From an optimization exercise on the open Yosys and OpenROAD flow, aimed at small area and a short achievable clock period; shortcuts taken in it are not production practice.
In this exercise RTL edits were held to simulation tests only and were not proved equivalent to the original.
The clock port is modelled as an ideal driver; clocking choices that lean on that would not hold on a real chip.
Power and IR drop assume default switching activity.

==> run H: inputs <==
## alignment_output_buffer
module alignment_output_buffer #(
  parameter int N = 128,
  parameter int DEPTH = 2*N,
  parameter int score_lenght = $clog2(N+1),
  parameter int CntW = $clog2(DEPTH+1)
) (
  input  logic clk,
  input  logic rst,
  input  logic en_traceB,
  input  logic end_c,
  input  logic [2:0] datoA,
  input  logic [2:0] datoB,
  input  logic signed [score_lenght:0] final_score,
  output logic out_valid,
  input  logic out_ready,
  output logic [2:0] out_A,
  output logic [2:0] out_B,
  output logic out_last,
  output logic signed [score_lenght:0] out_score,
  output logic [CntW-1:0] align_len,
  output logic busy,
  output logic done,
  output logic overflow
);
  localparam int L = 16;             
  localparam int G = DEPTH / L;      
  localparam int K = 8;              
  localparam int ROWS = DEPTH - 3;   
  logic s_collect, s_latch, s_drain, s_done, s_busy;
  logic full;                        
  logic [L-1:0] wp_lo;
  logic [G-1:0] wp_hi, wp_hi_n;     
  logic [L-1:0] wl_n;                
  logic [L-1:0] rlo;                 
  ...
==> module alignment_output_buffer, before the edit <==
module alignment_output_buffer #(
  parameter int N = 128,
  parameter int DEPTH = 2*N,
  parameter int score_lenght = $clog2(N+1),
  parameter int CntW = $clog2(DEPTH+1)
) (
  input  logic clk,
  input  logic rst,
  input  logic en_traceB,
  input  logic end_c,
  input  logic [2:0] datoA,
  input  logic [2:0] datoB,
  input  logic signed [score_lenght:0] final_score,
  output logic out_valid,
  input  logic out_ready,
  output logic [2:0] out_A,
  output logic [2:0] out_B,
  output logic out_last,
  output logic signed [score_lenght:0] out_score,
  output logic [CntW-1:0] align_len,
  output logic busy,
  output logic done,
  output logic overflow
);
  localparam int L = 16;             
  localparam int G = DEPTH / L;      
  localparam int K = 8;              
  localparam int ROWS = DEPTH - 3;   
  logic s_collect, s_latch, s_drain, s_done, s_busy;
  logic full;                        
  logic [L-1:0] wp_lo;
  logic [G-1:0] wp_hi, wp_hi_n;     
  logic [L-1:0] wl_n;                
  logic [L-1:0] rlo;                 
  logic [5:0] wr_d;                 
  logic [5:0] top, t1, t2, o;
  logic [K-1:0][5:0] part_q;
  logic [ROWS-1:0][5:0] mem;
  logic s_idle, push, wr, pop, pop_last, to_idle, back;
  logic [5:0] din, rd;
  assign s_idle   = !s_busy && !s_done;
  assign push     = (s_idle || s_collect) && en_traceB;
  assign wr       = push && !full;
  assign pop      = s_drain && out_ready;
  assign pop_last = pop && out_last;
  assign back     = s_latch || pop;
  assign to_idle  = !en_traceB && ((s_collect && !end_c) || s_done);
  assign din      = {datoA, datoB};
  assign out_valid = s_drain;
  assign busy      = s_busy;
  assign done      = s_done;
  assign {out_A, out_B} = o;
  logic n_collect, n_latch, n_drain, n_done;
  assign n_collect = en_traceB && !end_c && (s_idle || s_collect);
  assign n_latch   = end_c && ((s_idle && en_traceB) || s_collect);
  assign n_drain   = s_latch || (s_drain && !pop_last);
  assign n_done    = pop_last || (s_done && en_traceB);
  logic can_wr, idle_if_off;
  logic [L-1:0] lo_inc, lo_back, rlo_inc, rlo_back;
  logic [G-1:0] hi_inc, hi_back;
  assign can_wr      = (s_idle || s_collect) && !full;
  assign idle_if_off = s_done || (s_collect && !end_c);
  assign lo_inc   = {wp_lo[L-2:0], wp_lo[L-1]};
  assign hi_inc   = wp_lo[L-1] ? {wp_hi[G-2:0], wp_hi[G-1]} : wp_hi;
  assign lo_back  = back ? {wp_lo[0], wp_lo[L-1:1]} : wp_lo;
  assign rlo_inc  = {rlo[L-2:0], rlo[L-1]};
  assign rlo_back = back ? {rlo[0], rlo[L-1:1]} : rlo;
  assign hi_back  = (back && wp_lo[0]) ? {wp_hi[0], wp_hi[G-1:1]} : wp_hi;
  logic wp_is1, wp_last;
  assign wp_is1  = wp_lo[1] && wp_hi[0];
  assign wp_last = wp_lo[L-1] && wp_hi[G-1];
  logic [3:0] lo_bin, hi_bin;
  logic [CntW-1:0] count;
  always_comb begin
    lo_bin = '0;
    hi_bin = '0;
    for (int j = 0; j < L; j++) lo_bin = lo_bin | ({4{wp_lo[j]}} & 4'(j));
    for (int g = 0; g < G; g++) hi_bin = hi_bin | ({4{wp_hi[g]}} & 4'(g));
  end
  assign count = {full, hi_bin, lo_bin};
  always_ff @(posedge clk or negedge rst)
    if (!rst) begin
      s_collect <= 1'b0;
      s_latch   <= 1'b0;
      s_drain   <= 1'b0;
      s_done    <= 1'b0;
      s_busy    <= 1'b0;
      full      <= 1'b0;
      out_score <= '0;
      align_len <= '0;
      overflow  <= 1'b0;
      out_last  <= 1'b0;
      o         <= '0;
      wp_lo     <= L'(1);
      rlo       <= L'(1);
      wp_hi_n   <= {{(G-1){1'b1}}, 1'b0};
      wl_n      <= '1;
    end else begin
      s_collect <= n_collect;
      s_latch   <= n_latch;
      s_drain   <= n_drain;
      s_done    <= n_done;
      s_busy    <= n_collect || n_latch || n_drain;
      wl_n      <= ~(wp_lo & {L{wr}});
      full  <= en_traceB ? (can_wr ? wp_last : full && !pop) : (!idle_if_off && full && !pop);
      wp_lo <= en_traceB ? (can_wr ? lo_inc : lo_back) : (idle_if_off ? L'(1) : lo_back);
      rlo   <= en_traceB ? (can_wr ? rlo_inc : rlo_back) : (idle_if_off ? L'(1) : rlo_back);
      wp_hi_n <= ~(en_traceB ? (can_wr ? hi_inc : hi_back) : (idle_if_off ? G'(1) : hi_back));
      if (s_latch) out_score <= final_score;
      if (to_idle) align_len <= '0;
      else if (s_latch) align_len <= count;
      if (to_idle) overflow <= 1'b0;
      else if (push && full) overflow <= 1'b1;
      out_last <= s_latch ? (wp_is1 && !full) : (s_drain && (out_ready ? wp_is1 : out_last));
      if (s_latch) o <= top;
      else if (!s_drain || pop_last) o <= '0;
      else if (out_ready) o <= t1;
    end
  always_ff @(posedge clk) begin
    wr_d <= din;
    if (wr) begin
      top <= din;
      t1  <= top;
      t2  <= t1;
    end else if (pop) begin
      t1  <= t2;
      t2  <= rd;
    end
  end
  assign wp_hi = ~wp_hi_n;
  always_ff @(posedge clk)
    for (int r = 0; r < ROWS; r++)
      if (!wl_n[r % L] && !wp_hi_n[((r + 1) / L) % G]) mem[r] <= wr_d;
  logic [G-1:0][5:0] grp;
  logic [K-1:0][5:0] part;
  always_comb begin
    for (int g = 0; g < G; g++) begin
      grp[g] = '0;
      for (int j = 0; j < L; j++)
        if ((g * L + j + DEPTH - 4) % DEPTH < ROWS)
          grp[g] = grp[g] | ({6{(g < G / 2) ? wp_lo[j] : rlo[j]}} & mem[(g * L + j + DEPTH - 4) % DEPTH]);
    end
    for (int k = 0; k < K; k++) begin
      part[k] = '0;
      for (int g = k * (G / K); g < (k + 1) * (G / K); g++)
        part[k] = part[k] | ({6{wp_hi[g]}} & grp[g]);
    end
  end
  always_ff @(posedge clk)
    if (back) part_q <= part;
  always_comb begin
    rd = '0;
    for (int k = 0; k < K; k++) rd = rd | part_q[k];
  end
endmodule
clock: 6.5 ns
lec_check: 0
cap_margin: 20
core_margin: 2
core_utilization: 70
cts_cluster_diameter: 100
cts_cluster_size: 30
setup_slack_margin: 4.3
slew_margin: 20
tns_end_percent: 0
standard.sh (not shown) runs the stock make flow with config.mk's settings and CLKGATE_MAP_FILE= SYNTH_SCRIPT=/design/flow/synth_recipe.tcl, a recipe that flattens the netlist after the stock synthesis.
==> flow/flow/run.sh <==
#!/bin/bash
# Own flow: the standard layout (standard.sh, all steps) with two changes:
#  - the port buffers that placement inserts are buf_4 cells instead of the
#    default pick (a clock delay buffer);
#  - in CTS (flow/cts_hook.tcl) the clock port drives the first level of the
#    clock tree directly instead of through a single root buffer.
set -euo pipefail
work=$(pwd)
export PRE_CTS_TCL="$work/flow/cts_hook.tcl"
export BUFFER_PORTS_ARGS="-buffer_cell sky130_fd_sc_hd__buf_4"
bash standard.sh > "$work/standard.log" 2>&1
==> flow/flow/cts_hook.tcl <==
rename clock_tree_synthesis my_orig_clock_tree_synthesis
proc my_hook_loads { net } {
  set l {}
  foreach it [$net getITerms] {
    if { ![$it isOutputSignal] } { lappend l $it }
  }
  return $l
}
proc my_hook_center { inst } {
  set b [$inst getBBox]
  return [list [expr {([$b xMin] + [$b xMax]) / 2}] [expr {([$b yMin] + [$b yMax]) / 2}]]
}
proc clock_tree_synthesis { args } {
  my_orig_clock_tree_synthesis {*}$args
  set block [ord::get_db_block]
  set clknet [[$block findBTerm clk] getNet]
  set loads [my_hook_loads $clknet]
  if { [llength $loads] != 1 } {
    puts "cts_hook: clock port drives [llength $loads] pins, tree left as built"
    return
  }
  set root [[lindex $loads 0] getInst]
  set out [[$root findITerm X] getNet]
  set sinks [my_hook_loads $out]
  set n [llength $sinks]
  foreach it $sinks {
    if { ![string match "*clkbuf*" [[[$it getInst] getMaster] getName]] } {
      puts "cts_hook: root drives [[$it getInst] getName], not a buffer; tree left as built"
      return
    }
  }
  if { $n < 1 || $n > 8 } {
    puts "cts_hook: root [$root getName] drives $n pins, tree left as built"
    return
  }
  set bufs {}
  foreach it $sinks { lappend bufs [$it getInst] }
  while { [llength $bufs] > 4 } {
    set best {}
    set bestd -1
    for { set i 0 } { $i < [llength $bufs] } { incr i } {
      for { set j [expr {$i + 1}] } { $j < [llength $bufs] } { incr j } {
        lassign [my_hook_center [lindex $bufs $i]] xi yi
        lassign [my_hook_center [lindex $bufs $j]] xj yj
        set d [expr {abs($xi - $xj) + abs($yi - $yj)}]
        if { $bestd < 0 || $d < $bestd } { set bestd $d; set best [list $i $j] }
      }
    }
    lassign $best i j
    set keep [lindex $bufs $i]
    set gone [lindex $bufs $j]
    lassign [my_hook_center $keep] xi yi
    lassign [my_hook_center $gone] xj yj
    set gnet [[$gone findITerm X] getNet]
    set knet [[$keep findITerm X] getNet]
    foreach it [my_hook_loads $gnet] {
      $it disconnect
      $it connect $knet
    }
    [$gone findITerm A] disconnect
    [$gone findITerm X] disconnect
    puts "cts_hook: merged [$gone getName] into [$keep getName]"
    odb::dbInst_destroy $gone
    odb::dbNet_destroy $gnet
    set b [$keep getBBox]
    $keep setLocation [expr {($xi + $xj) / 2 - ([$b xMax] - [$b xMin]) / 2}] [expr {($yi + $yj) / 2 - ([$b yMax] - [$b yMin]) / 2}]
    set bufs [lreplace $bufs $j $j]
  }
  foreach b $bufs {
    set it [$b findITerm A]
    $it disconnect
    $it connect $clknet
  }
  [$root findITerm A] disconnect
  [$root findITerm X] disconnect
  set rname [$root getName]
  odb::dbInst_destroy $root
  odb::dbNet_destroy $out
  puts "cts_hook: removed root buffer $rname; clock port now drives [llength $bufs] buffers"
}
==> run R (differences from run H) <==
--- a/flow/design.v
+++ b/flow/design.v
@@ -33,5 +33,3 @@
   logic [L-1:0] wl_n;                
-  logic [L-1:0] rlo;                 
-  logic [5:0] wr_d;                 
-  logic [5:0] top, t1, t2, o;
+  logic [5:0] top, t1, t2, o;       
   logic [K-1:0][5:0] part_q;
@@ -58,3 +56,3 @@
   logic can_wr, idle_if_off;
-  logic [L-1:0] lo_inc, lo_back, rlo_inc, rlo_back;
+  logic [L-1:0] lo_inc, lo_back;
   logic [G-1:0] hi_inc, hi_back;
@@ -65,4 +63,2 @@
   assign lo_back  = back ? {wp_lo[0], wp_lo[L-1:1]} : wp_lo;
-  assign rlo_inc  = {rlo[L-2:0], rlo[L-1]};
-  assign rlo_back = back ? {rlo[0], rlo[L-1:1]} : rlo;
   assign hi_back  = (back && wp_lo[0]) ? {wp_hi[0], wp_hi[G-1:1]} : wp_hi;
@@ -94,3 +90,2 @@
       wp_lo     <= L'(1);
-      rlo       <= L'(1);
       wp_hi_n   <= {{(G-1){1'b1}}, 1'b0};
@@ -106,3 +101,2 @@
       wp_lo <= en_traceB ? (can_wr ? lo_inc : lo_back) : (idle_if_off ? L'(1) : lo_back);
-      rlo   <= en_traceB ? (can_wr ? rlo_inc : rlo_back) : (idle_if_off ? L'(1) : rlo_back);
       wp_hi_n <= ~(en_traceB ? (can_wr ? hi_inc : hi_back) : (idle_if_off ? G'(1) : hi_back));
@@ -119,3 +113,2 @@
   always_ff @(posedge clk) begin
-    wr_d <= din;
     if (wr) begin
@@ -132,3 +125,3 @@
     for (int r = 0; r < ROWS; r++)
-      if (!wl_n[r % L] && !wp_hi_n[((r + 1) / L) % G]) mem[r] <= wr_d;
+      if (!wl_n[r % L] && !wp_hi_n[((r + 1) / L) % G]) mem[r] <= top;
   logic [G-1:0][5:0] grp;
@@ -140,3 +133,3 @@
         if ((g * L + j + DEPTH - 4) % DEPTH < ROWS)
-          grp[g] = grp[g] | ({6{(g < G / 2) ? wp_lo[j] : rlo[j]}} & mem[(g * L + j + DEPTH - 4) % DEPTH]);
+          grp[g] = grp[g] | ({6{wp_lo[j]}} & mem[(g * L + j + DEPTH - 4) % DEPTH]);
     end
==> flow/flow/cts_hook.tcl (replaced) <==
rename clock_tree_synthesis my_orig_clock_tree_synthesis
proc clock_tree_synthesis { args } {
  my_orig_clock_tree_synthesis {*}$args
  set block [ord::get_db_block]
  set bterm [$block findBTerm clk]
  set clknet [$bterm getNet]
  set loads [$clknet getITerms]
  if { [llength $loads] != 1 } {
    puts "cts_hook: clock port drives [llength $loads] pins, tree left as built"
    return
  }
  set root [[lindex $loads 0] getInst]
  set out [[$root findITerm X] getNet]
  set sinks {}
  foreach it [$out getITerms] {
    if { ![$it isOutputSignal] } { lappend sinks $it }
  }
  if { [llength $sinks] < 1 || [llength $sinks] > 4 } {
    puts "cts_hook: root [$root getName] drives [llength $sinks] pins, tree left as built"
    return
  }
  foreach it $sinks {
    if { ![string match "*clkbuf*" [[[$it getInst] getMaster] getName]] } {
      puts "cts_hook: root drives [[$it getInst] getName], not a buffer; tree left as built"
      return
    }
  }
  foreach it $sinks {
    $it disconnect
    $it connect $clknet
  }
  [$root findITerm A] disconnect
  [$root findITerm X] disconnect
  set rname [$root getName]
  odb::dbInst_destroy $root
  odb::dbNet_destroy $out
  puts "cts_hook: removed root buffer $rname; clock port now drives [llength $sinks] buffers"
}
Settings changed: CORE_UTILIZATION 70 to 80.
==> comparison table <==
quantity                                                                     run R           run H
Outcome                                                             finished clean  finished clean
Top-area cell type share of the netlist area                                 77.6%           76.4%
Bufs and invs on worst path                                                      2               1
Internal power contribution                                                17.4 mW         17.0 mW
Die Footprint                                                           78900 um^2      91300 um^2
Source-to-sink clock delay at the later pin of the worst-skew pair         0.52 ns         0.54 ns
Pleak                                                                      20.1 nW         20.4 nW
Final worst clock skew                                                   0.0375 ns       0.0383 ns
Floorplan row count                                                            101             109
Drt first-iter violations                                                     5995            5355
Complex-gate fraction of the synthesized area                                12.3%           12.4%
Maximum number of pins on one net before global-route repair                   213             206
Logic power comb                                                           7.39 mW         6.47 mW
WL/cell                                                                    38.1 um         35.7 um
Tightest slew margin relative to the limit                                   24.2%           19.1%
Die Wd                                                                      281 um          302 um
Fraction of area in registers                                                76.9%           77.0%

[static timing again, ports no longer ideal]
How much do the figures lean on ideal ports? The routed layouts below were timed once more, with nothing changed but the port constraints. Step 1, drivers: a clkbuf_16 drives clk and a buf_2 each remaining input, both assumed. Step 2 moves the port delays by t, midway between the first and last clock arrival at a register: inputs arrive t later, outputs are due t later. That takes back most of the time a late clock gives input paths. Three values: ideal ports, drivers, drivers and shift; two values: the first two.
run | t (ns) | slack for setup (ns) | worst setup path after step 2
run H | 0.663 | 3.975 / 3.866 / 3.491 | input to register
run R | 0.632 | 4.019 / 3.989 / 3.525 | input to register
After both steps setup and hold are still met in every run listed. For run R, which loses most, drivers alone change the setup slack by -0.030 ns; drivers and shift together by -0.494 ns.
